What follows belongs to an exercise in optimizing a design on an open flow for small area and a short achievable clock period; a production flow would make more cautious choices.
Function was checked by simulation only, so behaviour that the tests miss may differ from the original.
Power figures rest on the tool's default switching activity, not on a simulated workload.

==> flow/design.v <==
module rdma_sched_rx_buf #(
    parameter int unsigned DATA_W = 64,
    parameter int unsigned DEPTH  = 64,
    parameter int unsigned CNT_W  = 16
) (
    input  logic                     clk,
    input  logic                     rst_n,
    input  logic                     rx_valid,
    input  logic [DATA_W-1:0]        rx_data,
    input  logic                     rx_last,
    output logic                     tx_valid,
    input  logic                     tx_ready,
    output logic [DATA_W-1:0]        tx_data,
    output logic                     tx_last,
    output logic [$clog2(DEPTH):0]   pkt_cnt,
    output logic [CNT_W-1:0]         drop_cnt,
    output logic                     drop_pulse
);
    localparam int unsigned AW = $clog2(DEPTH);
    localparam int unsigned PW = AW + 1;
    logic            drop_mode_q;
    logic [AW-1:0]   wr_slot_q, commit_slot_q;
    logic [PW-1:0]   occ_q;         
    logic [PW-1:0]   occc_q;        
    logic [PW-1:0]   pkt_cnt_q;
    logic [CNT_W-1:0] drop_cnt_q;
    logic            drop_pulse_q;
    logic            tx_valid_q;    
    logic            full_q;        
    logic            occ0_q;        
    logic            occ1_q;        
    logic [DEPTH-1:0] rsel_q;       
    logic [DATA_W:0] head_q;        
    logic [DATA_W:0] mem_q [DEPTH];
    logic [DATA_W:0] din;
    logic [DATA_W:0] nxt_word;
    logic            fire, acc, wr_en, drop, pkt_inc, pkt_dec;
    assign din        = {rx_last, rx_data};
    assign tx_valid   = tx_valid_q;
    assign tx_data    = head_q[DATA_W-1:0];
    assign tx_last    = head_q[DATA_W];
    assign pkt_cnt    = pkt_cnt_q;
    assign drop_cnt   = drop_cnt_q;
    assign drop_pulse = drop_pulse_q;
    assign fire    = tx_ready & tx_valid_q;
    assign acc     = rx_valid & ~drop_mode_q;
    assign wr_en   = acc & ~full_q;
    assign drop    = acc & full_q;
    assign pkt_inc = wr_en & rx_last;
    assign pkt_dec = fire & head_q[DATA_W];
    logic [DEPTH-1:0] row_we;
    always_comb begin
        for (int i = 0; i < DEPTH; i++) begin
            row_we[i] = ~full_q && (wr_slot_q == AW'(i));
        end
    end
    for (genvar i = 0; i < DEPTH; i++) begin : g_row
        always_ff @(posedge clk) begin
            if (row_we[i]) begin
                mem_q[i] <= din;
            end
        end
    end
    always_comb begin
        nxt_word = '0;
        for (int i = 0; i < DEPTH; i++) begin
            nxt_word = nxt_word | ({(DATA_W+1){rsel_q[i]}} & mem_q[i]);
        end
    end
    always_ff @(posedge clk or negedge rst_n) begin
        if (!rst_n) begin
            head_q <= '0;
        end else if (fire) begin
            head_q <= occ1_q ? din : nxt_word;
        end else if (occ0_q) begin
            head_q <= din;
        end
    end
    logic [PW-1:0] occ_inc, occ_dec, occc_dec;
    assign occ_inc  = occ_q + PW'(1);
    assign occ_dec  = occ_q - PW'(1);
    assign occc_dec = occc_q - PW'(1);
    logic o_0, o_1, o_2, o_63, oc_0, oc_1, oc_2, oc_64;
    assign o_0   = occ_q == PW'(0);
    assign o_1   = occ_q == PW'(1);
    assign o_2   = occ_q == PW'(2);
    assign o_63  = occ_q == PW'(DEPTH-1);
    assign oc_0  = occc_q == PW'(0);
    assign oc_1  = occc_q == PW'(1);
    assign oc_2  = occc_q == PW'(2);
    assign oc_64 = occc_q == PW'(DEPTH);
    logic [AW-1:0]   wr_slot_d, commit_slot_d;
    logic [PW-1:0]   occ_d, occc_d, pkt_cnt_d;
    logic [CNT_W-1:0] drop_cnt_d;
    logic            drop_mode_d, tx_valid_d, full_d, occ0_d, occ1_d;
    logic [DEPTH-1:0] rsel_d;
    always_comb begin
        if (wr_en)      wr_slot_d = wr_slot_q + AW'(1);
        else if (drop)  wr_slot_d = commit_slot_q;
        else            wr_slot_d = wr_slot_q;
        commit_slot_d = pkt_inc ? wr_slot_q + AW'(1) : commit_slot_q;
        rsel_d        = fire ? {rsel_q[DEPTH-2:0], rsel_q[DEPTH-1]} : rsel_q;
        if (wr_en) begin
            occ_d  = fire ? occ_q : occ_inc;
            full_d = ~fire & o_63;
            occ0_d = 1'b0;
            occ1_d = fire ? o_1 : o_0;
        end else if (drop) begin
            occ_d  = fire ? occc_dec : occc_q;
            full_d = ~fire & oc_64;
            occ0_d = fire ? oc_1 : oc_0;
            occ1_d = fire ? oc_2 : oc_1;
        end else begin
            occ_d  = fire ? occ_dec : occ_q;
            full_d = ~fire & full_q;
            occ0_d = fire ? o_1 : o_0;
            occ1_d = fire ? o_2 : o_1;
        end
        if (pkt_inc) begin
            occc_d     = fire ? occ_q : occ_inc;
            tx_valid_d = fire ? ~o_0 : (occ_inc != PW'(0));
        end else begin
            occc_d     = fire ? occc_dec : occc_q;
            tx_valid_d = fire ? ~oc_1 : ~oc_0;
        end
        drop_mode_d = drop_mode_q ? ~(rx_valid & rx_last) : (drop & ~rx_last);
        if (pkt_inc & ~pkt_dec)      pkt_cnt_d = pkt_cnt_q + PW'(1);
        else if (pkt_dec & ~pkt_inc) pkt_cnt_d = pkt_cnt_q - PW'(1);
        else                         pkt_cnt_d = pkt_cnt_q;
        drop_cnt_d = (drop && drop_cnt_q != {CNT_W{1'b1}}) ? drop_cnt_q + CNT_W'(1) : drop_cnt_q;
    end
    always_ff @(posedge clk or negedge rst_n) begin
        if (!rst_n) begin
            drop_mode_q   <= 1'b0;
            wr_slot_q     <= '0;
            commit_slot_q <= '0;
            occ_q         <= '0;
            occc_q        <= '0;
            pkt_cnt_q     <= '0;
            drop_cnt_q    <= '0;
            drop_pulse_q  <= 1'b0;
            tx_valid_q    <= 1'b0;
            full_q        <= 1'b0;
            occ0_q        <= 1'b1;
            occ1_q        <= 1'b0;
            rsel_q        <= DEPTH'(2);
        end else begin
            drop_mode_q   <= drop_mode_d;
            wr_slot_q     <= wr_slot_d;
            commit_slot_q <= commit_slot_d;
            occ_q         <= occ_d;
            occc_q        <= occc_d;
            pkt_cnt_q     <= pkt_cnt_d;
            drop_cnt_q    <= drop_cnt_d;
            drop_pulse_q  <= drop;
            tx_valid_q    <= tx_valid_d;
            full_q        <= full_d;
            occ0_q        <= occ0_d;
            occ1_q        <= occ1_d;
            rsel_q        <= rsel_d;
        end
    end
endmodule
make LEC_CHECK=0 ABC_CLOCK_PERIOD_IN_PS=2000 CAP_MARGIN=20 CORE_MARGIN=2 CORE_UTILIZATION=45 CTS_CLUSTER_DIAMETER=220 CTS_CLUSTER_SIZE=24 SETUP_SLACK_MARGIN=2.6 SLEW_MARGIN=20 SYNTH_MEMORY_MAX_BITS=8192 finish   # period 5.0 ns
run.sh (not shown) runs the stock make flow with config.mk's settings and CLKGATE_MAP_FILE= SYNTH_SCRIPT=/design/flow/synth_recipe.tcl, a recipe that flattens the netlist after the stock synthesis.
The baseline produced a clean layout.
==> next run, changes <==
CAP_MARGIN = 10   (was 20)
CORE_UTILIZATION = 40   (was 45)
CTS_CLUSTER_DIAMETER = 200   (was 220)
CTS_CLUSTER_SIZE = 22   (was 24)
SETUP_SLACK_MARGIN = 2.2   (was 2.6)
SLEW_MARGIN = 10   (was 20)
What happened:
- The changed run finished clean
- wire length is lower by about 6%
- via count is lower by 5.0%
- worst hold slack gets worse by 0.017 ns
- core utilization is lower by 7.3 points
- setup slack gets worse by 0.096 ns
- global-route usage is lower by 6.7 points
- power is lower by about 0.4%
- cell count is higher by 1.7%
- critical path depth is higher by 3
==> next run, changes <==
CAP_MARGIN = 20   (was 10)
CORE_UTILIZATION = 45   (was 40)
SETUP_SLACK_MARGIN = 2.4   (was 2.2)
SLEW_MARGIN = 20   (was 10)
Total power went up slightly; final area increases slightly; wire length went up by a few percent; register-to-register slack improves by 0.12 ns; global-route usage increases by 5.4 points; critical path depth went down by 3; final cell count fell by a few percent.

afterwards: timing with drivers on the ports:
The results above use ideal ports. As a check the final layouts listed here were re-extracted and re-timed, cells and wires unchanged.
Step 1 sets driving cells, clkbuf_16 on the clock port and buf_2 on the other inputs (assumed; they add their load-dependent delay and slew).
Step 2 also shifts input and output timing later by t, the mid clock arrival at the registers, as if the neighbouring blocks saw the same clock.
a / b / c = ideal ports / drivers / drivers and shift; a / b = the first two.
run | t, ns | setup slack, ns | hold slack, ns | worst setup path after step 2
the first run | 1.083 | 2.223 / 2.102 / 1.825 | 0.027 / -0.043 / 0.492 | input to register
the second run | 1.089 | 2.127 / 2.080 / 1.251 | 0.010 / -0.061 / 0.477 | input to register
the third run | 1.094 | 2.205 / 2.089 / 1.409 | 0.324 / 0.253 / 0.498 | input to register
After both steps every run listed still meets setup and hold. The setup slack of the second run, which loses most, moves by -0.047 ns with the drivers and by -0.876 ns with both steps.
